What follows belongs to an exercise in optimizing a design on an open flow for small area, a short achievable clock period and few clock cycles per item; a production flow would make more cautious choices. At most, simulation tests tie the RTL to the original design; equivalence was not proved. Function not checked in runs 1 and 2: the RTL went through the layout flow alone. Power is estimated from default activity; no workload was simulated.

===== design/flow/standard.sh =====
#!/bin/bash
# synth_recipe.tcl (not shown) runs the flow's synth.tcl, then flattens the netlist and writes it again
# the make line also repeats each setting of config.mk as NAME=value (left out here)
make -C /OpenROAD-flow-scripts/flow DESIGN_CONFIG=/design/flow/config.mk WORK_HOME=/design/flow/orfs CLKGATE_MAP_FILE= SYNTH_SCRIPT=/design/flow/synth_recipe.tcl "${@:-finish}"

===== design/flow/design.v =====
module scalar_kalman_filter (
  input  logic                 clk,
  input  logic                 rst,
  input  logic                 cfg_we,
  input  logic [2:0]           cfg_index,
  input  logic [31:0]          cfg_data,
  input  logic                 obs_valid,
  output logic                 obs_ready,
  input  logic [31:0]          obs_observation,
  input  logic                 obs_restart,
  output logic                 res_valid,
  input  logic                 res_ready,
  output logic [31:0]          res_estimate,
  output logic [16:0]          res_gain,
  output logic [31:0]          res_error_variance
);
  logic [31:0] cfg_r, cfg_q, cfg_x0, cfg_p0;
  logic        cfg_r_zero, cfg_q_nz;    
  logic        fresh;
  logic        res_vld;
  logic [31:0] obs_q;
  logic        obs_rs_q;
  logic        obs_full;
  logic        busy;
  logic [3:0]  cnt;
  logic [32:0] rem;       
  logic [32:0] den;       
  logic [31:0] pm_q;      
  logic [32:0] dif;       
  logic        r0_q;      
  logic        one_q;     
  logic [15:0] kd;        
  logic [1:0]  qd_q;      
  logic [49:0] xacc;      
  logic [48:0] uacc;      
  logic fin, fire, start, accept, iter, acc;
  assign fin    = busy && (cnt == 4'd9);
  assign fire   = fin && res_ready;
  assign start  = obs_full && (fire || !busy);
  assign obs_ready = !obs_full;
  assign accept = obs_valid && obs_ready;
  assign iter   = busy && !cnt[3];
  assign acc    = busy && (cnt != 4'd0) && (cnt != 4'd9);
  logic [31:0] est_new, var_new;
  assign est_new = xacc[47:16];
  assign var_new = uacc[47:16];
  logic [31:0] x_b, p_b;
  logic [32:0] dif_nx;
  logic [32:0] pm_raw;
  logic [33:0] den_raw;
  logic [32:0] den_sat;
  logic [31:0] pm_nx;
  logic [32:0] den_nx;
  logic        r0, one_nx;
  assign x_b    = obs_rs_q ? cfg_x0 : (fresh ? 32'd0 : est_new);
  assign p_b    = obs_rs_q ? cfg_p0 : (fresh ? 32'd65536 : var_new);
  assign dif_nx = {obs_q[31], obs_q} - (obs_rs_q ? {cfg_x0[31], cfg_x0} : (fresh ? 33'd0 : xacc[48:16]));
  assign pm_raw  = {1'b0, p_b} + {1'b0, cfg_q};
  logic [33:0] dn_s, dn_c;
  assign dn_s    = {2'b0, p_b ^ cfg_q ^ cfg_r};
  assign dn_c    = {1'b0, (p_b & cfg_q) | (p_b & cfg_r) | (cfg_q & cfg_r), 1'b0};
  assign den_raw = dn_s + dn_c;
  assign den_sat = {1'b0, 32'hFFFF_FFFF} + {1'b0, cfg_r};
  assign pm_nx   = pm_raw[32] ? 32'hFFFF_FFFF : pm_raw[31:0];
  assign den_nx  = pm_raw[32] ? den_sat : den_raw[32:0];
  assign r0      = cfg_r_zero;
  assign one_nx  = r0 && ((p_b != 32'd0) || cfg_q_nz);
  logic [35:0] r4, t1, t2, t3;
  logic [1:0]  qd;
  logic [32:0] rem_nx;
  assign r4 = {1'b0, rem, 2'b00};
  assign t1 = r4 - {3'b0, den};
  assign t2 = r4 - {2'b0, den, 1'b0};
  logic [35:0] t3a, t3b, t3s, t3c;
  assign t3a = ~{3'b0, den};
  assign t3b = ~{2'b0, den, 1'b0};
  assign t3s = r4 ^ t3a ^ t3b;
  assign t3c = {(r4[34:0] & t3a[34:0]) | (r4[34:0] & t3b[34:0]) | (t3a[34:0] & t3b[34:0]), 1'b1};
  assign t3 = t3s + t3c + 36'd1;
  always_comb begin
    if (r0_q) begin
      qd = 2'd0;
    end else if (!t3[35]) begin
      qd = 2'd3;
    end else if (!t2[35]) begin
      qd = 2'd2;
    end else if (!t1[35]) begin
      qd = 2'd1;
    end else begin
      qd = 2'd0;
    end
  end
  always_comb begin
    unique case (qd)
      2'd3:    rem_nx = t3[32:0];
      2'd2:    rem_nx = t2[32:0];
      2'd1:    rem_nx = t1[32:0];
      default: rem_nx = r4[32:0];
    endcase
  end
  logic [49:0] xacc_nx;
  logic [48:0] uacc_nx;
  logic [49:0] xa, xb, xs3, xc3;
  logic [48:0] ua, ub, us3, uc3;
  assign xa  = {xacc[47:0], dif[32], dif[32]};
  assign xb  = qd_q[1] ? {{16{dif[32]}}, dif, 1'b0} : 50'd0;
  assign xs3 = xa ^ xb ^ (qd_q[0] ? {{17{dif[32]}}, dif} : 50'd0);
  assign xc3 = {(xa[48:0] & xb[48:0]) | ((xa[48:0] | xb[48:0]) & (qd_q[0] ? {{16{dif[32]}}, dif} : 49'd0)), 1'b0};
  assign xacc_nx = xs3 + xc3;
  assign ua  = {uacc[46:0], 2'b00};
  assign ub  = qd_q[1] ? ~{16'd0, pm_q, 1'b0} : 49'd0;
  logic [48:0] u3;
  assign u3  = qd_q[0] ? ~{17'd0, pm_q} : 49'd0;
  assign us3 = ua ^ ub ^ u3;
  assign uc3 = {(ua[47:0] & ub[47:0]) | ((ua[47:0] | ub[47:0]) & u3[47:0]), qd_q[1]};
  assign uacc_nx = us3 + uc3 + {48'd0, qd_q[0]};
  always_ff @(posedge clk) begin
    if (rst) begin
      cfg_r  <= 32'd65536;
      cfg_q  <= 32'd655;
      cfg_x0 <= 32'd0;
      cfg_p0 <= 32'd65536;
      cfg_r_zero <= 1'b0;
      cfg_q_nz   <= 1'b1;
    end else if (cfg_we) begin
      case (cfg_index)
        3'd0: begin
          cfg_r      <= cfg_data;
          cfg_r_zero <= (cfg_data == 32'd0);
        end
        3'd1: begin
          cfg_q      <= cfg_data;
          cfg_q_nz   <= (cfg_data != 32'd0);
        end
        3'd2: cfg_x0 <= cfg_data;
        3'd3: cfg_p0 <= cfg_data;
        default: ;
      endcase
    end
  end
  always_ff @(posedge clk) begin
    if (rst) begin
      obs_full <= 1'b0;
    end else if (accept) begin
      obs_full <= 1'b1;
    end else if (start) begin
      obs_full <= 1'b0;
    end
  end
  always_ff @(posedge clk) begin
    if (accept) begin
      obs_q    <= obs_observation;
      obs_rs_q <= obs_restart;
    end
  end
  always_ff @(posedge clk) begin
    if (rst) begin
      fresh <= 1'b1;
    end else if (start) begin
      fresh <= 1'b0;
    end
  end
  always_ff @(posedge clk) begin
    if (rst) begin
      busy <= 1'b0;
      cnt  <= 4'd0;
    end else if (start) begin
      busy <= 1'b1;
      cnt  <= 4'd0;
    end else if (fire) begin
      busy <= 1'b0;
    end else if (busy && !fin) begin
      cnt  <= cnt + 4'd1;
    end
  end
  always_ff @(posedge clk) begin
    if (rst) begin
      res_vld <= 1'b0;
    end else if (busy && (cnt == 4'd8)) begin
      res_vld <= 1'b1;
    end else if (res_ready) begin
      res_vld <= 1'b0;
    end
  end
  always_ff @(posedge clk) begin
    if (start) begin
      xacc <= one_nx ? {{18{obs_q[31]}}, obs_q} : {{18{x_b[31]}}, x_b};
      uacc <= one_nx ? 49'd0 : {17'd0, pm_nx};
      dif  <= dif_nx;
    end else if (acc) begin
      xacc <= xacc_nx;
      uacc <= uacc_nx;
    end
  end
  always_ff @(posedge clk) begin
    if (start) begin
      rem   <= {1'b0, pm_nx};
      den   <= den_nx;
      pm_q  <= pm_nx;
      r0_q  <= r0;
      one_q <= one_nx;
      qd_q  <= 2'd0;
    end else if (iter) begin
      rem   <= rem_nx;
      kd    <= {kd[13:0], qd};
      qd_q  <= qd;
    end
  end
  assign res_valid          = res_vld;
  assign res_estimate       = est_new;
  assign res_gain           = {one_q, kd};
  assign res_error_variance = var_new;
endmodule

===== design/flow/config.mk =====
export PLATFORM = sky130hd
export DESIGN_NAME = scalar_kalman_filter
export DESIGN_NICKNAME = scalar_kalman_filter
export VERILOG_FILES = /design/flow/design.v
export SDC_FILE = /design/flow/constraint.sdc
export NUM_CORES = 4
export LEC_CHECK = 0
export CAP_MARGIN = 20
export CORE_MARGIN = 2
export CORE_UTILIZATION = 60
export SETUP_SLACK_MARGIN = 5
export SLEW_MARGIN = 20
export TNS_END_PERCENT = 100

===== design/flow/flow/run.sh =====
#!/bin/bash
set -euo pipefail
sed -e 's/SETUP_SLACK_MARGIN=[0-9.]*/SETUP_SLACK_MARGIN=6.8/' standard.sh > standard_margin.sh
grep -q 'SETUP_SLACK_MARGIN=6.8' standard_margin.sh
bash standard_margin.sh > standard.log 2>&1

===== design/flow/constraint.sdc =====
create_clock -name core_clock -period 11.0 [get_ports {clk}]
set_input_delay 2.2000 -clock core_clock [delete_from_list [all_inputs] [get_ports {clk}]]
set_output_delay 2.2000 -clock core_clock [all_outputs]
set_load 0.01 [all_outputs]

==> impl_metrics.json, run 1 <==
{
  "status": "complete, no violations",
  "syn-mean-instance-area_um2": 9.008,
  "via_count": 34127,
  "power.density_mw_per_mm2": 226.6,
  "yosys-top-cells-count": "nand2_1 (490), a21oi_1 (383), ha_1 (295), edfxtp_1 (278), nor2_1 (267)",
  "tightestPinTransition_ns": 1.131,
  "coreArea_mm2": 0.05880,
  "cpPeakStageDelay_ns": 0.57,
  "crit_fanout": 7,
  "yosys-mux-area-fraction_pct": 0.1688,
  "total_power_uw": 10080,
  "synthSimpleGateAreaFrac_pct": 15.65,
  "grt_overflow": 0,
  "synth_compound_gate_area_share_pct": 22.07,
  "drt_wl_total_um": 131100,
  "crit_path_frequent_cell": "buf_12",
  "cp_data_arrival_time_ns": 5.14,
  "nets": 4726,
  "synthAdderAreaFrac_pct": 19.43,
  "setup_viol": 0,
  "grt_pass1_wl_um": 188100,
  "nFillCells": 3991,
  "seq_area_frac_synth_pct": 31.40,
  "crit_path_end_kind": "flip-flop",
  "synth_top_family_by_area": "compound AO/OA/AOI/OAI gates",
  "hold_class": "flip-flop to flip-flop",
  "antenna_found_initial": 6,
  "yosys.area.top_type_share_pct": 23.46,
  "synth-xor-area-share_pct": 6.622,
  "maxCapViolCount": 0,
  "dp_hpwl_um": 87630,
  "leakagePower_uw": 0.01844,
  "synth.net_count": 4479,
  "yosys.area.top_type": "edfxtp_1",
  "clk_latency_ns": 0.61,
  "drive_gt1_share_pct": 18.44,
  "ys_warn_count": 1,
  "port_buffers": 155,
  "crit_end": "den[30]",
  "drt_iter0_drc": 4324,
  "grt_pass1_vias": 32005,
  "grtUsageTotal_pct": 40.15,
  "ant_nets": 0,
  "r2r_start": "obs_rs_q",
  "crit_path_start": "obs_rs_q",
  "synth_ff_type": "edfxtp_1",
  "slew_headroom_pct": 24.33,
  "die_area_mm2": 0.06126,
  "cts_tree": "done",
  "yosysMostFrequentCell": "nand2_1",
  "crit-reg2reg-capture": "den[30]",
  "drt-vias-per-instance": 6.804,
  "reg2regPathDepth": 20,
  "postSynthRegisterBits": 419,
  "async_flop_share_pct": 0,
  "crit_slowest_cell": "fa_1",
  "wire_per_inst_um": 26.14,
  "hold_viol": 0,
  "initial_core_util_pct": 60.51,
  "numCtsBuffers": 50,
  "clk_pin_slew_ns": 0.07,
  "worst_setup_path_start_kind": "flip-flop",
  "timing.final.crit_share_pct": 43.47,
  "clockRootBuffer": "clkbuf_16",
  "final_cells": 5016,
  "peakVddDrop_mv": 0.2058,
  "drc": 0,
  "first_pass_iters": 6,
  "cp.required_ns": 11.36,
  "syn_inst": 3950,
  "synth_area_mm2": 0.03558,
  "gp_congestion": 1.010,
  "fin_setup_tns_ns": 0,
  "synthTopCellsByArea": "edfxtp_1 (23%), ha_1 (10%), fa_1 (9.1%), dfxtp_1 (7.9%), a21oi_1 (5.4%)",
  "fin_crit_ns": 4.782,
  "path_cells": "buf_12 -> nor2_4 -> buf_12 -> buf_6 -> buf_16 -> a22o_4 -> fa_1 -> ha_4 -> a21oi_2 -> o21ai_2 -> o2111a_1 -> o211ai_1 -> nand2_1 -> o31ai_4 -> a31oi_4 -> o41ai_4 -> buf_4 -> o21bai_4 -> a211oi_2 -> o41ai_2",
  "place_inst": 4681,
  "rows": 89,
  "cts.path.max_buffers": 3,
  "fin_skew_ns": 0.02335,
  "drv_slew": 0,
  "fmax_mhz": 209.1,
  "htree_levels": 2,
  "io_pins": 156,
  "rrSetupSlack_ns": 6.22,
  "hold_path.startpoint": "kd[3]",
  "area_growth_pct": 24.97,
  "clock_sinks": 419,
  "fp.dieW_um": 247.5,
  "synth.distinct_cells": 86,
  "synth_edf_count": 278,
  "critPathKind": "flip-flop to flip-flop",
  "rsz0062_at_grt": "yes",
  "dieHeight_um": 247.5,
  "grt_max_degree": 83
}
## through the flow
stage / hold slack, ns / util, % / setup WS [ns] / instance area, um^2
3_5_place_dp: 0.4392 / 63.70 / 5.120 / 37460
5_1_grt: 0.4535 / 75.59 / 6.165 / 44450
4_1_cts: 0.4576 / 70.99 / 6.435 / 41740
2_1_floorplan: 0.4296 / - / 6.763 / 35900
3_3_place_gp: 0.4298 / 63.69 / 5.033 / 37450
6_report: 0.4484 / 75.62 / 6.218 / 44460
## worst max-delay path, delay by kind of cell, from the launching register on
| family | cells | cell delay [ns] |
|---|---|---|
| AO/OA/AOI/OAI | 11 | 2.34 |
| adder cells (fa/ha/maj) | 2 | 0.81 |
| buffers and inverters | 5 | 0.73 |
| flip-flops | 1 | 0.40 |
| AND/OR/NAND/NOR | 2 | 0.22 |
## repair_timing
item | CTS | global route
gates cloned | 15 | 8
hold buffers | 0 | 0
endpoints found under the setup margin | 294 | 170
buffers inserted | 111 | 103
pin swaps | 100 | 166
resized for setup | 279 | 401
## worst min path at each step
stage                            end  slack [ns]  cells past startpoint
final                          kd[5]        0.45                      0
after floorplan                 r0_q        0.43                      0
after CTS                 cfg_p0[21]        0.46                      2
after global routing           kd[5]        0.45                      0
after detailed placement      kd[10]        0.44                      0
after global placement         kd[5]        0.43                      0
## final cells by class
class                           instances  area [um^2]  area share (%)
Timing Repair Buffer                  410         4323           9.722
Sequential cell                       419        11180           25.14
Inverter                              154        630.6           1.418
Tap cell                              773        967.2           2.175
Antenna cell                            7        17.52         0.03940
Clock inverter                         23        226.5          0.5093
Timing Repair inverter                  3        33.78         0.07598
Clock buffer                           68         1443           3.244
Multi-Input combinational cell       3159        25640           57.68
## logic make-up after synthesis
| logic type | count (synthesis) |
|---|---|
| buffers and inverters | 373 |
| adders and majority gates | 456 |
| and+or+nand+nor | 1199 |
| AOI/OAI and AO/OA | 1228 |
| xor gates and xnor gates | 269 |
| muxes | 6 |
| DFF | 419 |
## report_power, final
group	switching, uW	leakage (uW)	internal, uW	total [uW]
Combinational	3450	0.0139	2520	5970
Sequential	316	0.00376	2070	2380
Clock	713	0.000829	1010	1730
## cell usage in the layout (no fill, tap or decap), drive strengths merged, types with 49 or more instances in the layout
master / Yosys / layout
nand2: 490 / 490
a21oi: 383 / 383
ha: 295 / 295
edfxtp: 278 / 278
nor2: 267 / 267
buf: 89 / 244
o21ai: 239 / 239
fa: 161 / 161
inv: 151 / 159
xnor2: 158 / 158
clkdlybuf4s50: 0 / 154
dfxtp: 141 / 141
a21o: 139 / 139
xor2: 111 / 111
and2: 76 / 76
clkbuf: 130 / 75
nand3: 63 / 63
nor3: 55 / 55
o21a: 49 / 49
## routing by layer
layer	GRT usage, %	vias up	wire length, um
met2	60.98	2308	57310
met5	0	-	28
met3	9.483	538	15500
met4	18.28	4	8215
met1	54.52	16470	50050
li1	-	14807	-
## sequential cells by signal (all words and copies together) (netlist names), 2 cells and up
signal / count
cfg_x0: 32
uacc: 48
cfg_p0: 32
pm_q: 32
kd: 16
obs_q: 32
rem: 33
xacc: 49
dif: 33
den: 33
cfg_q: 32
cfg_r: 32
qd_q: 2
cnt: 4
==> run 2, diff against run 1 <==
--- a/design/flow/design.v
+++ b/design/flow/design.v
@@ -199,6 +199,7 @@
       pm_q  <= pm_nx;
       r0_q  <= r0;
       one_q <= one_nx;
+      kd    <= 16'd0;
       qd_q  <= 2'd0;
     end else if (iter) begin
       rem   <= rem_nx;
==> design/flow/flow/run.sh (replaced) <==
#!/bin/bash
set -euo pipefail
sed -e 's/SETUP_SLACK_MARGIN=[0-9.]*/SETUP_SLACK_MARGIN=7.0/' standard.sh > standard_margin.sh
grep -q 'SETUP_SLACK_MARGIN=7.0' standard_margin.sh
bash standard_margin.sh > standard.log 2>&1
--- a/design/flow/config.mk
+++ b/design/flow/config.mk
@@ -8,6 +8,8 @@
 export CAP_MARGIN = 20
 export CORE_MARGIN = 2
 export CORE_UTILIZATION = 60
+export CTS_CLUSTER_DIAMETER = 80
+export CTS_CLUSTER_SIZE = 40
 export SETUP_SLACK_MARGIN = 5
 export SLEW_MARGIN = 20
 export TNS_END_PERCENT = 100
==> impl_metrics.json, run 2 <==
{
  "status": "complete, no violations",
  "synth_ff_type": "edfxtp_1",
  "yosysMostFrequentCell": "nand2_1",
  "crit_path_frequent_cell": "a211o_1",
  "hold_viol": 0,
  "final_cells": 5173,
  "synth_edf_count": 262,
  "cts_tree": "done",
  "synth.net_count": 4595,
  "io_pins": 156,
  "p_switching_uw": 4956,
  "clock_sinks": 417,
  "async_flop_share_pct": 0,
  "critPathKind": "flip-flop to flip-flop",
  "via_count": 35462,
  "rows": 89,
  "antenna_found_initial": 4,
  "setup_viol": 0,
  "yosys.area.top_type_share_pct": 21.78,
  "wire_per_inst_um": 27.31,
  "area_growth_pct": 27.53,
  "dp_hpwl_um": 93510,
  "grt_pass1_wl_um": 201700,
  "clockRootBuffer": "clkbuf_16",
  "grt_overflow": 0,
  "ys_warn_count": 1,
  "slew_headroom_pct": 35.61,
  "timing.final.crit_share_pct": 39.69,
  "tightestPinTransition_ns": 0.9584,
  "initial_core_util_pct": 60.98,
  "switching_share_pct": 46.68,
  "peakVddDrop_mv": 0.1515,
  "synth_area_mm2": 0.03613,
  "drt-vias-per-instance": 6.855,
  "port_buffers": 155,
  "grtUsageTotal_pct": 42.39,
  "seqPwrFrac_pct": 22.1,
  "nets": 4901,
  "power.density_mw_per_mm2": 230.5,
  "drt_wl_total_um": 141300,
  "fin_skew_ns": 0.03270,
  "cts.path.max_buffers": 3,
  "gp_congestion": 1.034,
  "clk_pin_slew_ns": 0.10,
  "drive_gt1_share_pct": 21.90,
  "reg.largest.list": "xacc (49), uacc (48)",
  "reg2regPathDepth": 16,
  "dieHeight_um": 249.4,
  "rsz0062_at_grt": "yes",
  "hold_class": "flip-flop to flip-flop",
  "seq_area_frac_synth_pct": 30.37,
  "largest_register_ffs": 49,
  "ant_nets": 0,
  "synthTopCellsByArea": "edfxtp_1 (22%), ha_1 (10%), fa_1 (8.9%), dfxtp_1 (8.6%), a21oi_1 (5.4%)",
  "clk_latency_ns": 0.60,
  "place_inst": 4795,
  "grt_pass1_vias": 33234,
  "path_cells": "buf_12 -> and2_1 -> fa_1 -> ha_1 -> a211o_1 -> o211ai_1 -> a21oi_2 -> a311oi_4 -> buf_4 -> o41ai_4 -> a41o_1 -> nand2_2 -> o31a_1 -> o22ai_2 -> nor2_1 -> a211o_1",
  "final_common_cell": "nand2_1",
  "die_area_mm2": 0.06219,
  "crit_slowest_cell": "fa_1",
  "cp_data_arrival_time_ns": 4.73,
  "numCtsBuffers": 34,
  "largest-register": "xacc",
  "crit_path_end_kind": "flip-flop",
  "holdBufCountCts": 0,
  "clockPowerShare_pct": 14.3,
  "p_int_uw": 5662,
  "first_pass_iters": 9,
  "drt_iter0_drc": 4915,
  "synth.distinct_cells": 96,
  "syn-mean-instance-area_um2": 8.885,
  "design_area_mm2": 0.04607,
  "maxCapViolCount": 0,
  "crit_fanout": 15,
  "leakagePower_uw": 0.01887,
  "dpl_cell_area_mm2": 0.03793,
  "yosys.area.top_type": "edfxtp_1",
  "worst_setup_path_start_kind": "flip-flop",
  "fp.dieW_um": 249.4,
  "cpPeakStageDelay_ns": 0.44,
  "cp.required_ns": 11.36,
  "drc": 0,
  "power_frac_comb_pct": 63.5,
  "fmax_mhz": 229.0,
  "fin_setup_tns_ns": 0,
  "coreArea_mm2": 0.05924,
  "yosys-top-cells-count": "nand2_1 (499), a21oi_1 (389), ha_1 (295), nor2_1 (291), edfxtp_1 (262)",
  "postSynthRegisterBits": 417,
  "grt_max_degree": 82,
  "syn_inst": 4066,
  "layout_common_cells": "nand2_1 (474), a21oi_1 (332), edfxtp_1 (262)",
  "htree_levels": 2,
  "fin_crit_ns": 4.366,
  "worstHoldPathCells": 2,
  "drv_slew": 0
}
==> run 2: logic make-up (layout without fill, tap and decap cells) <==
family,count (synthesis),count (layout),share of synthesized area (%)
AOI/OAI and AO/OA,1301,1303,23.36
xor gates and xnor gates,272,272,6.594
adders and majority gates,456,456,19.14
buffers and inverters,392,720,4.831
DFF,417,417,30.37
muxes,6,6,0.1835
other,0,2,0
and+or+nand+nor,1222,1224,15.53
==> run 2: what timing repair did <==
item                       4_1_cts  5_1_grt
pin swaps                      174      174
setup buffers                  208       76
gates cloned                    21        8
setup endpoints to repair      405      215
gates resized for setup        543      292
==> run 2: final cells by class <==
| cell class | instances | area [um^2] |
|---|---|---|
| Tap cell | 773 | 967.2 |
| Inverter | 167 | 695.7 |
| Fill cell | 3905 | 13170 |
| Multi-Input combinational cell | 3261 | 26780 |
| Clock inverter | 24 | 446.7 |
| Sequential cell | 417 | 10980 |
| Antenna cell | 2 | 5.005 |
| Timing Repair Buffer | 489 | 5251 |
| Clock buffer | 38 | 929.6 |
| Timing Repair inverter | 2 | 20.02 |
==> run 2: stage by stage <==
step	hold slack (ns)	worst slack [ns]	util, %	power [uW]
2_1_floorplan	0.4366	6.915	-	6104
3_3_place_gp	0.4423	5.278	63.97	7400
3_5_place_dp	0.4481	5.283	64.02	7524
4_1_cts	0.4623	6.772	74.21	9882
5_1_grt	0.4772	6.549	77.76	11080
6_report	0.4627	6.634	77.77	10620
==> run 2: worst paths after layout <==
path                                  from         end  slack [ns]
worst max-delay path                 kd[1]    xacc[48]        6.63
worst min-delay path            cfg_p0[21]  cfg_p0[21]        0.46
worst max register to register       kd[1]    xacc[48]        6.63
worst min register to register  cfg_p0[21]  cfg_p0[21]        0.46
==> run 2: critical path, delay by kind of cell, from the launching register on <==
| kind | cells | cell delay [ns] |
|---|---|---|
| buffers and inverters | 2 | 0.36 |
| adder cells (fa/ha/maj) | 2 | 0.77 |
| AO/OA/AOI/OAI | 9 | 2.28 |
| flip-flops | 1 | 0.38 |
| AND/OR/NAND/NOR | 3 | 0.33 |
==> run 2: layer usage <==
layer	track usage [%]	vias up	routed length [um]	part of all wire (%)
met3	9.908	614	18960	13
met1	57.59	16986	52750	37
met5	0	-	13	0.0092
met2	64.20	2516	60660	43
met4	19.86	2	8888	6.3
li1	-	15344	-	-
==> run 2: power groups by stage <==
| stage | clock, uW | combinational, uW | sequential (uW) |
|---|---|---|---|
| final | 1520 | 6750 | 2350 |
| after global routing | 1570 | 7160 | 2350 |
| after CTS | 1510 | 6050 | 2320 |
| after detailed placement | 0 | 5080 | 2440 |
| after global placement | 0 | 4950 | 2450 |
| after floorplan | 0 | 3870 | 2240 |
==> run 3, diff against run 2 <==
--- a/design/flow/design.v
+++ b/design/flow/design.v
@@ -15,8 +15,6 @@
   output logic [31:0]          res_error_variance
 );
   logic [31:0] cfg_r, cfg_q, cfg_x0, cfg_p0;
-  logic        cfg_r_zero, cfg_q_nz;    
-  logic        fresh;
   logic        res_vld;
   logic [31:0] obs_q;
   logic        obs_rs_q;
@@ -33,10 +31,12 @@
   logic [1:0]  qd_q;      
   logic [49:0] xacc;      
   logic [48:0] uacc;      
-  logic fin, fire, start, accept, iter, acc;
+  logic fin, fire, go, prep, start, accept, iter, acc;
   assign fin    = busy && (cnt == 4'd9);
   assign fire   = fin && res_ready;
-  assign start  = obs_full && (fire || !busy);
+  assign go     = obs_full && (fire || !busy);
+  assign prep   = go && obs_rs_q;
+  assign start  = go && !obs_rs_q;
   assign obs_ready = !obs_full;
   assign accept = obs_valid && obs_ready;
   assign iter   = busy && !cnt[3];
@@ -52,9 +52,9 @@
   logic [31:0] pm_nx;
   logic [32:0] den_nx;
   logic        r0, one_nx;
-  assign x_b    = obs_rs_q ? cfg_x0 : (fresh ? 32'd0 : est_new);
-  assign p_b    = obs_rs_q ? cfg_p0 : (fresh ? 32'd65536 : var_new);
-  assign dif_nx = {obs_q[31], obs_q} - (obs_rs_q ? {cfg_x0[31], cfg_x0} : (fresh ? 33'd0 : xacc[48:16]));
+  assign x_b    = est_new;
+  assign p_b    = var_new;
+  assign dif_nx = {obs_q[31], obs_q} - xacc[48:16];
   assign pm_raw  = {1'b0, p_b} + {1'b0, cfg_q};
   logic [33:0] dn_s, dn_c;
   assign dn_s    = {2'b0, p_b ^ cfg_q ^ cfg_r};
@@ -63,8 +63,8 @@
   assign den_sat = {1'b0, 32'hFFFF_FFFF} + {1'b0, cfg_r};
   assign pm_nx   = pm_raw[32] ? 32'hFFFF_FFFF : pm_raw[31:0];
   assign den_nx  = pm_raw[32] ? den_sat : den_raw[32:0];
-  assign r0      = cfg_r_zero;
-  assign one_nx  = r0 && ((p_b != 32'd0) || cfg_q_nz);
+  assign r0      = (cfg_r == 32'd0);
+  assign one_nx  = r0 && ((p_b != 32'd0) || (cfg_q != 32'd0));
   logic [35:0] r4, t1, t2, t3;
   logic [1:0]  qd;
   logic [32:0] rem_nx;
@@ -120,18 +120,10 @@
       cfg_q  <= 32'd655;
       cfg_x0 <= 32'd0;
       cfg_p0 <= 32'd65536;
-      cfg_r_zero <= 1'b0;
-      cfg_q_nz   <= 1'b1;
     end else if (cfg_we) begin
       case (cfg_index)
-        3'd0: begin
-          cfg_r      <= cfg_data;
-          cfg_r_zero <= (cfg_data == 32'd0);
-        end
-        3'd1: begin
-          cfg_q      <= cfg_data;
-          cfg_q_nz   <= (cfg_data != 32'd0);
-        end
+        3'd0: cfg_r  <= cfg_data;
+        3'd1: cfg_q  <= cfg_data;
         3'd2: cfg_x0 <= cfg_data;
         3'd3: cfg_p0 <= cfg_data;
         default: ;
@@ -150,14 +142,11 @@
   always_ff @(posedge clk) begin
     if (accept) begin
       obs_q    <= obs_observation;
+    end
+    if (accept) begin
       obs_rs_q <= obs_restart;
-    end
-  end
-  always_ff @(posedge clk) begin
-    if (rst) begin
-      fresh <= 1'b1;
-    end else if (start) begin
-      fresh <= 1'b0;
+    end else if (prep) begin
+      obs_rs_q <= 1'b0;
     end
   end
   always_ff @(posedge clk) begin
@@ -183,7 +172,14 @@
     end
   end
   always_ff @(posedge clk) begin
-    if (start) begin
+    if (rst) begin
+      xacc <= 50'd0;
+      uacc <= {17'd1, 32'd0};
+      dif  <= 33'd0;
+    end else if (prep) begin
+      xacc <= {{2{cfg_x0[31]}}, cfg_x0, 16'd0};
+      uacc <= {1'b0, cfg_p0, 16'd0};
+    end else if (start) begin
       xacc <= one_nx ? {{18{obs_q[31]}}, obs_q} : {{18{x_b[31]}}, x_b};
       uacc <= one_nx ? 49'd0 : {17'd0, pm_nx};
       dif  <= dif_nx;
==> impl_metrics.json, run 3 <==
{
  "nets": 5078,
  "drt-vias-per-instance": 6.540,
  "crit_slowest_cell": "clkdlybuf4s50_1",
  "maxCapViolCount": 0,
  "yosys.area.top_type_share_pct": 15.46,
  "first_pass_iters": 5,
  "setup_viol": 0,
  "grt_max_degree": 93,
  "gp_congestion": 0.9862,
  "rows": 90,
  "rsz0062_at_grt": "yes",
  "yosysMostFrequentCell": "nand2_1",
  "dieHeight_um": 250.7,
  "cp.required_ns": 8.80,
  "dp_hpwl_um": 89660,
  "wire_per_inst_um": 24.37,
  "drt_iter0_drc": 4147,
  "ys_warn_count": 1,
  "clock_sinks": 414,
  "final_common_cell": "nand2_1",
  "ant_nets": 0,
  "reg.largest.list": "den (33), dif (33), rem (33)",
  "htree_levels": 1,
  "synth.net_count": 4927,
  "drc": 0,
  "hold_class": "flip-flop to flip-flop",
  "cts.path.max_buffers": 3,
  "cpPeakStageDelay_ns": 0.55,
  "grtUsageTotal_pct": 38.77,
  "fmax_mhz": 241.9,
  "grt_overflow": 0,
  "worst_setup_path_start_kind": "flip-flop",
  "drv_slew": 0,
  "crit_fanout": 12,
  "area_growth_pct": 19.42,
  "yosys.area.top_type": "dfxtp_1",
  "layout_common_cells": "nand2_1 (582), a21oi_1 (466), nor2_1 (240)",
  "fp.dieW_um": 250.7,
  "crit_path_end_kind": "output port",
  "coreArea_mm2": 0.06025,
  "slew_headroom_pct": 21.31,
  "async_flop_share_pct": 0,
  "peakVddDrop_mv": 0.1588,
  "clockRootBuffer": "clkbuf_16",
  "syn_inst": 4398,
  "via_count": 35034,
  "io_pins": 156,
  "yosys-top-cells-count": "nand2_1 (590), a21oi_1 (507), ha_1 (295), dfxtp_1 (282), nor2_1 (255)",
  "synth.distinct_cells": 104,
  "clk_latency_ns": 0.65,
  "fin_crit_ns": 4.134,
  "fin_setup_tns_ns": 0,
  "die_area_mm2": 0.06285,
  "drt_wl_total_um": 130500,
  "synthTopCellsByArea": "dfxtp_1 (15%), edfxtp_1 (11%), ha_1 (10%), fa_1 (8.8%), a21oi_1 (6.9%)",
  "timing.final.crit_share_pct": 37.59,
  "synth_ff_type": "dfxtp_1",
  "numCtsBuffers": 31,
  "synth_area_mm2": 0.03652,
  "status": "complete, no violations",
  "antenna_found_initial": 3,
  "power.density_mw_per_mm2": 180.3,
  "drive_gt1_share_pct": 15.68,
  "grt_pass1_vias": 31646,
  "cts_tree": "done",
  "tightestPinTransition_ns": 1.171,
  "syn-mean-instance-area_um2": 8.303,
  "critPathKind": "flip-flop to output port",
  "postSynthRegisterBits": 414,
  "port_buffers": 155,
  "hold_slack_ns": 0.4543,
  "fin_skew_ns": 0.02579,
  "hold_viol": 0,
  "grt_pass1_wl_um": 189200,
  "leakagePower_uw": 0.01761,
  "clk_pin_slew_ns": 0.08,
  "path_cells": "clkbuf_16 -> clkdlybuf4s50_1",
  "initial_core_util_pct": 60.62,
  "seq_area_frac_synth_pct": 26.31,
  "synth_edf_count": 132,
  "cp_data_arrival_time_ns": 1.93
}
-- run 3: cell families after synthesis --
| kind of cell | Yosys count | share of synthesized area, % |
|---|---|---|
| AO/OA/AOI/OAI | 1358 | 23.59 |
| XOR/XNOR | 278 | 6.667 |
| adder cells (fa/ha/maj) | 456 | 18.93 |
| buffers and inverters | 458 | 5.502 |
| flip-flops | 414 | 26.31 |
| multiplexers | 39 | 1.072 |
| AND/OR/NAND/NOR | 1395 | 17.92 |
-- run 3: repair_timing --
item | in CTS | in global routing
cloned | 9 | 9
hold buffers | 0 | 0
setup buffers | 83 | 97
endpoints found under the hold margin | 0 | 0
pin swaps | 54 | 119
setup endpoints to repair | 328 | 145
gates resized for setup | 221 | 298
-- run 3: final timing paths --
path | from | end | slack, ns | depth (start not counted)
max | kd[1] | res_gain[1] | 6.87 | 2
min | kd[14] | kd[14] | 0.45 | 2
max reg2reg | kd[0] | res_error_variance[29] | 6.88 | 15
min reg2reg | kd[14] | kd[14] | 0.45 | 2
-- run 3: critical path: cells and delay by family (launching register included) --
family / cells / cell delay (ns)
buffers and inverters: 2 / 0.79
DFF: 1 / 0.49
-- run 3: final cells by class --
| cell class | count | area, um^2 |
|---|---|---|
| repair buffers | 378 | 3845 |
| diodes | 1 | 2.502 |
| clock inverters | 20 | 242.7 |
| repair inverters | 2 | 16.27 |
| inverters | 194 | 773.2 |
| multi-input cells | 3528 | 27170 |
| fillers | 4649 | 16630 |
| well taps | 782 | 978.4 |
| flip-flops and latches | 414 | 9711 |
| clock buffers | 38 | 875.8 |
-- run 3: metal layers --
layer	up-vias	GRT usage (%)	share of wire, %
met2	1801	59.25	44
met5	-	0	0
met1	16848	55.30	41
met4	0	17.28	5.5
li1	15992	-	-
met3	393	4.448	9.4
-- run 3: stage by stage --
step           cells  power [uW]  util, %  setup slack [ns]  cell area, um^2
2_1_floorplan   4398        4483        -             6.927            36920
3_3_place_gp    5099        5368    63.61             5.282            38320
3_5_place_dp    5100        5387    63.64             5.186            38340
4_1_cts         5250        7111    68.41             6.760            41210
5_1_grt         5357        8212    72.39             6.779            43610
6_report        5357        7863    72.39             6.866            43610
-- run 3: power breakdown --
group          internal, uW  switching (uW)
registers              1750             217
clock network           643             673
logic                  2000            2580
Testbench counts of run 3, summed over its fixed seeds: cycles 16,024, items 1,600.
==> run 4, diff against run 3 <==
==> design/flow/flow/run.sh (replaced) <==
#!/bin/bash
set -euo pipefail
sed -e 's/SETUP_SLACK_MARGIN=[0-9.]*/SETUP_SLACK_MARGIN=6.6/' standard.sh > standard_margin.sh
grep -q 'SETUP_SLACK_MARGIN=6.6' standard_margin.sh
bash standard_margin.sh > standard.log 2>&1
==> impl_metrics.json, run 4 <==
{
  "dieHeight_um": 250.7,
  "cpPeakStageDelay_ns": 0.42,
  "ys_warn_count": 1,
  "numCtsBuffers": 30,
  "hold_class": "flip-flop to flip-flop",
  "yosysMostFrequentCell": "nand2_1",
  "maxCapViolCount": 0,
  "syn_inst": 4398,
  "cp.required_ns": 11.50,
  "clockRootBuffer": "clkbuf_16",
  "final_common_cell": "nand2_1",
  "cts_tree": "done",
  "synth_area_mm2": 0.03652,
  "crit_path_frequent_cell": "a21oi_1",
  "initial_core_util_pct": 60.62,
  "grt.met2_usage_pct": 58.41,
  "hold_path.startpoint": "kd[9]",
  "slew_headroom_pct": 22.88,
  "reg.largest.list": "den (33), dif (33), rem (33)",
  "syn-mean-instance-area_um2": 8.303,
  "synth.net_count": 4927,
  "io_pins": 156,
  "use_met1_pct": 53.58,
  "critPathKind": "flip-flop to flip-flop",
  "area_growth_pct": 12.05,
  "final_cells": 5221,
  "antenna_found_initial": 5,
  "seq_area_frac_synth_pct": 26.31,
  "worst_setup_path_start_kind": "flip-flop",
  "rows": 90,
  "wire_per_inst_um": 23.65,
  "die_area_mm2": 0.06285,
  "port_buffers": 155,
  "yosys-top-cells-count": "nand2_1 (590), a21oi_1 (507), ha_1 (295), dfxtp_1 (282), nor2_1 (255)",
  "crit_path_end_kind": "flip-flop",
  "htree_levels": 1,
  "hold_end": "kd[11]",
  "rsz0062_at_grt": "yes",
  "first_pass_iters": 5,
  "via_count": 33768,
  "met3_usage_pct": 5.799,
  "setup_viol": 0,
  "timing.final.crit_share_pct": 40.12,
  "leakagePower_uw": 0.01675,
  "crit_fanout": 19,
  "cp_data_arrival_time_ns": 4.91,
  "layout_common_cells": "nand2_1 (584), a21oi_1 (496), dfxtp_1 (272)",
  "coreArea_mm2": 0.06025,
  "grt_pass1_vias": 31460,
  "clock_sinks": 414,
  "fmax_mhz": 226.6,
  "crit_slowest_cell": "a2111oi_4",
  "crit-reg2reg-capture": "res_estimate[16]",
  "drv_slew": 0,
  "drc": 0,
  "drt-vias-per-instance": 6.468,
  "clk_pin_slew_ns": 0.10,
  "path_cells": "buf_4 -> buf_16 -> and2_1 -> fa_1 -> ha_1 -> a21oi_1 -> o21ai_2 -> a2111oi_4 -> a21oi_4 -> a31o_2 -> a21oi_1 -> o221ai_1 -> a21oi_1 -> xnor2_1 -> a221oi_1 -> a211oi_1",
  "design_area_mm2": 0.04092,
  "postSynthRegisterBits": 414,
  "gp_congestion": 0.9836,
  "worstHoldPathCells": 2,
  "fin_crit_ns": 4.413,
  "synth.distinct_cells": 104,
  "fin_setup_tns_ns": 0,
  "fp.dieW_um": 250.7,
  "antenna_cells": 0,
  "rrSetupSlack_ns": 6.59,
  "fin_skew_ns": 0.02637,
  "drive_gt1_share_pct": 7.772,
  "r2r_start": "kd[0]",
  "dpl_cell_area_mm2": 0.03806,
  "dp_hpwl_um": 88880,
  "grt_busiest_layer": "met2",
  "grt_overflow": 0,
  "nets": 4944,
  "synth_edf_count": 132,
  "peakVddDrop_mv": 0.1447,
  "grt_pass1_wl_um": 186100,
  "grt_max_degree": 80,
  "status": "complete, no violations",
  "power.density_mw_per_mm2": 174.7,
  "synthTopCellsByArea": "dfxtp_1 (15%), edfxtp_1 (11%), ha_1 (10%), fa_1 (8.8%), a21oi_1 (6.9%)",
  "total_power_uw": 7148,
  "clk_latency_ns": 0.65,
  "place_inst": 5098,
  "reg2regPathDepth": 16,
  "grtUsageTotal_pct": 37.91,
  "ant_nets": 0,
  "synth_ff_type": "dfxtp_1",
  "async_flop_share_pct": 0,
  "yosys.area.top_type_share_pct": 15.46,
  "drt_wl_total_um": 123500,
  "cts.path.max_buffers": 3,
  "tightestPinTransition_ns": 1.157,
  "drt_iter0_drc": 3429,
  "hold_viol": 0,
  "yosys.area.top_type": "dfxtp_1"
}
run 4: worst max-delay path by stage:
stage	slack [ns]	from	to
after floorplan	6.61	kd[1]	res_estimate[29]
after global placement	4.43	res_ready	rem[15]
after detailed placement	4.31	res_ready	rem[15]
after CTS	6.57	res_ready	rem[20]
after global routing	6.51	kd[0]	res_estimate[19]
final	6.59	kd[0]	res_estimate[16]
run 4: cells by family (layout without fill, tap and decap cells):
logic type / count (synthesis) / after routing / share of synthesized area, %
compound gates: 1358 / 1361 / 23.59
xor+xnor: 278 / 278 / 6.667
fa+ha+maj: 456 / 456 / 18.93
buf+inv: 458 / 495 / 5.502
flops: 414 / 414 / 26.31
mux: 39 / 39 / 1.072
simple gates: 1395 / 1396 / 17.92
run 4: repair_timing:
action,4_1_cts,5_1_grt
pin swaps,16,41
hold buffers,0,0
buffers inserted,30,27
endpoints found under the setup margin,280,130
gates cloned,6,4
gates resized for setup,80,135
run 4: power breakdown:
group	total [uW]	leakage (uW)	switching (uW)	internal [uW]
Combinational	3880	0.0127	2320	1560
Sequential	1950	0.00354	203	1750
Clock	1320	0.000552	716	605
run 4: worst max-delay path: cells and delay by family, from the launching register on:
kind / cells / cell delay (ns)
AOI/OAI and AO/OA: 10 / 2.45
xor gates and xnor gates: 1 / 0.10
adders and majority gates: 2 / 0.78
buffers and inverters: 2 / 0.34
DFF: 1 / 0.41
and+or+nand+nor: 1 / 0.19
run 4: area by class of cell:
type | count | area, um^2
Clock buffer | 30 | 750.7
Clock inverter | 26 | 392.9
Fill cell | 5101 | 19330
Inverter | 194 | 762.0
Multi-Input combinational cell | 3530 | 25910
Sequential cell | 414 | 9627
Tap cell | 782 | 978.4
Timing Repair Buffer | 244 | 2490
Timing Repair inverter | 1 | 8.758
run 4: layer usage:
layer,up-vias,part of all wire (%)
met5,-,0.046
met4,4,4.7
met1,16317,43
met2,1455,44
met3,285,9.0
li1,15707,-
run 4: metrics by stage:
stage                     hold WS (ns)  worst slack, ns  utilization [%]
after detailed placement        0.4413            4.308            63.18
after floorplan                 0.4312            6.611                -
final                           0.4557            6.587            67.92
after global placement          0.4408            4.426            63.18
after CTS                       0.4563            6.567            66.38
after global routing            0.4777            6.508            67.92
==> run 5, diff against run 4 <==
==> design/flow/flow/run.sh (replaced) <==
#!/bin/bash
set -euo pipefail
sed -e 's/SETUP_SLACK_MARGIN=[0-9.]*/SETUP_SLACK_MARGIN=6.8/' standard.sh > standard_margin.sh
grep -q 'SETUP_SLACK_MARGIN=6.8' standard_margin.sh
bash standard_margin.sh > standard.log 2>&1
==> impl_metrics.json, run 5 <==
{
  "fp.dieW_um": 250.7,
  "synthTopCellsByArea": "dfxtp_1 (15%), edfxtp_1 (11%), ha_1 (10%), fa_1 (8.8%), a21oi_1 (6.9%)",
  "cp_data_arrival_time_ns": 4.74,
  "dp_hpwl_um": 88660,
  "seq_area_frac_synth_pct": 26.31,
  "synth_edf_count": 132,
  "tightestPinTransition_ns": 1.217,
  "fin_setup_tns_ns": 0,
  "drv_slew": 0,
  "design_area_mm2": 0.04170,
  "antenna_found_initial": 2,
  "status": "complete, no violations",
  "rows": 90,
  "die_area_mm2": 0.06285,
  "yosysMostFrequentCell": "nand2_1",
  "clk_latency_ns": 0.65,
  "final_common_cell": "nand2_1",
  "htree_levels": 1,
  "cts.path.max_buffers": 3,
  "critPathKind": "flip-flop to flip-flop",
  "coreArea_mm2": 0.06025,
  "numCtsBuffers": 29,
  "reg.largest.list": "den (33), dif (33), rem (33)",
  "async_flop_share_pct": 0,
  "port_buffers": 155,
  "nets": 4988,
  "via_count": 33794,
  "grt_max_degree": 94,
  "clockRootBuffer": "clkbuf_16",
  "timing.final.crit_share_pct": 38.33,
  "gp_congestion": 0.9825,
  "synth.net_count": 4927,
  "drt_iter0_drc": 3557,
  "synth_area_mm2": 0.03652,
  "peakVddDrop_mv": 0.1661,
  "yosys-top-cells-count": "nand2_1 (590), a21oi_1 (507), ha_1 (295), dfxtp_1 (282), nor2_1 (255)",
  "slew_headroom_pct": 18.84,
  "grt_pass1_wl_um": 185800,
  "dpl_cell_area_mm2": 0.03809,
  "synth.distinct_cells": 104,
  "drt-vias-per-instance": 6.421,
  "worst_setup_path_start_kind": "flip-flop",
  "ys_warn_count": 1,
  "total_power_uw": 7284,
  "layout_common_cells": "nand2_1 (583), a21oi_1 (484), dfxtp_1 (265)",
  "first_pass_iters": 8,
  "drt_wl_total_um": 124600,
  "rsz0062_at_grt": "yes",
  "yosys.area.top_type_share_pct": 15.46,
  "holdBufCountCts": 0,
  "hold_viol": 0,
  "yosys.area.top_type": "dfxtp_1",
  "area_growth_pct": 14.19,
  "nFillCells": 5044,
  "postSynthRegisterBits": 414,
  "dieHeight_um": 250.7,
  "drive_gt1_share_pct": 10.33,
  "cts_tree": "done",
  "setup_viol": 0,
  "maxCapViolCount": 0,
  "clk_pin_slew_ns": 0.09,
  "grt_overflow": 0,
  "syn-mean-instance-area_um2": 8.303,
  "antenna_cells": 0,
  "fin_skew_ns": 0.04917,
  "drc": 0,
  "ant_nets": 0,
  "hold_class": "flip-flop to flip-flop",
  "syn_inst": 4398,
  "io_pins": 156,
  "initial_core_util_pct": 60.62,
  "reg2regPathDepth": 17,
  "leakagePower_uw": 0.01698,
  "fmax_mhz": 237.2,
  "crit_fanout": 11,
  "cp.required_ns": 11.53,
  "fin_crit_ns": 4.216,
  "grt_pass1_vias": 31160,
  "worstHoldPathCells": 2,
  "grtUsageTotal_pct": 38.27,
  "crit_path_end_kind": "flip-flop",
  "power.density_mw_per_mm2": 174.7,
  "wire_per_inst_um": 23.68,
  "clock_sinks": 414,
  "synth_ff_type": "dfxtp_1"
}
[run 5: cell counts after synthesis]
Identical to the previous run, type by type.
[run 5: worst max-delay path, cell delays in order, from the launching register on]
cell and delay, ns:
dfxtp_4 0.41, buf_6 0.15, buf_16 0.14, nor2b_4 0.13, fa_1 0.54, ha_4 0.30
o21a_1 0.12, o31a_1 0.23, o21ai_4 0.11, a2111oi_4 0.39, nor3_2 0.06, buf_4 0.16
o211a_4 0.24, o221a_4 0.24, o31ai_4 0.28, a221o_1 0.21, xnor2_1 0.08, a2111oi_2 0.31
[run 5: stage by stage]
step | utilization, % | cells | hold slack [ns] | setup WS [ns]
6_report | 69.22 | 5263 | 0.4504 | 6.784
5_1_grt | 69.22 | 5263 | 0.4720 | 6.601
4_1_cts | 66.95 | 5205 | 0.4546 | 6.648
3_5_place_dp | 63.23 | 5098 | 0.4440 | 4.978
3_3_place_gp | 63.23 | 5098 | 0.4418 | 5.043
2_1_floorplan | - | 4398 | 0.4312 | 6.802
[run 5: final cells by class]
type | count | area, um^2 | area share [%]
Multi-Input combinational cell | 3533 | 26330 | 63.15
Sequential cell | 414 | 9641 | 23.12
Timing Repair Buffer | 285 | 2927 | 7.018
Tap cell | 782 | 978.4 | 2.346
Inverter | 194 | 758.2 | 1.818
Clock buffer | 29 | 725.7 | 1.740
Clock inverter | 24 | 322.8 | 0.7741
Timing Repair inverter | 2 | 16.27 | 0.03901
[run 5: worst paths after layout]
kind | startpoint | end | slack (ns)
worst max-delay path | kd[1] | res_error_variance[31] | 6.78
worst min register to register | kd[13] | kd[15] | 0.45
worst max register to register | kd[1] | res_error_variance[31] | 6.78
worst min-delay path | kd[13] | kd[15] | 0.45
[run 5: routing by layer]
layer	track usage, %	routed length [um]	vias up	part of all wire (%)
li1	-	-	15816	-
met1	53.17	52210	16199	42
met2	58.92	54340	1489	44
met3	7.139	11930	290	9.6
met4	15.24	6168	0	4.9
met5	0	0	-	0
[run 5: cell families (layout without fill, tap and decap cells)]
logic type / count (synthesis) / count (layout) / synth area share (%)
muxes: 39 / 39 / 1.072
DFF: 414 / 414 / 26.31
xor gates and xnor gates: 278 / 278 / 6.667
adders and majority gates: 456 / 456 / 18.93
and+or+nand+nor: 1395 / 1398 / 17.92
buffers and inverters: 458 / 534 / 5.502
AOI/OAI and AO/OA: 1358 / 1362 / 23.59
[run 5: what timing repair did]
action,CTS,global route
gates resized for setup,132,187
pin swaps,33,73
endpoints found under the setup margin,307,123
buffers inserted,41,53
gates cloned,13,5
[run 5: report_power, final]
| group | internal (uW) | total [uW] | switching (uW) |
|---|---|---|---|
| Combinational | 1700 | 4070 | 2380 |
| Sequential | 1750 | 1950 | 204 |
| Clock | 558 | 1260 | 701 |

==> static timing again, ports no longer ideal <==
In the flow no input, the clock included, has a driving cell. The finished layouts below were timed again as built, in two steps. Step 1 sets driving cells, clkbuf_16 on the clock port and buf_2 on the other inputs (assumed; they add their load-dependent delay and slew). Step 2 times the ports against the registers' clock, not the clock port: input delays grow and output delays shrink by t, the midpoint of the rising clock arrivals with the driver on. Slacks: ideal ports / drivers / drivers and shift; pairs: ideal ports / drivers.
run	shift t [ns]	setup slack, ns	worst setup path at the end
run 1	0.661	6.218 / 6.218 / 6.205	input to register
run 2	0.646	6.634 / 6.634 / 6.371	input to register
run 3	0.705	6.866 / 6.798 / 6.440	input to register
run 4	0.706	6.587 / 6.587 / 6.064	input to register
run 5	0.692	6.784 / 6.746 / 6.276	input to register
After both steps setup and hold are still met in every run listed. The setup slack of run 4, which loses most, moves by 0.000 ns with the drivers and by -0.523 ns with both steps.
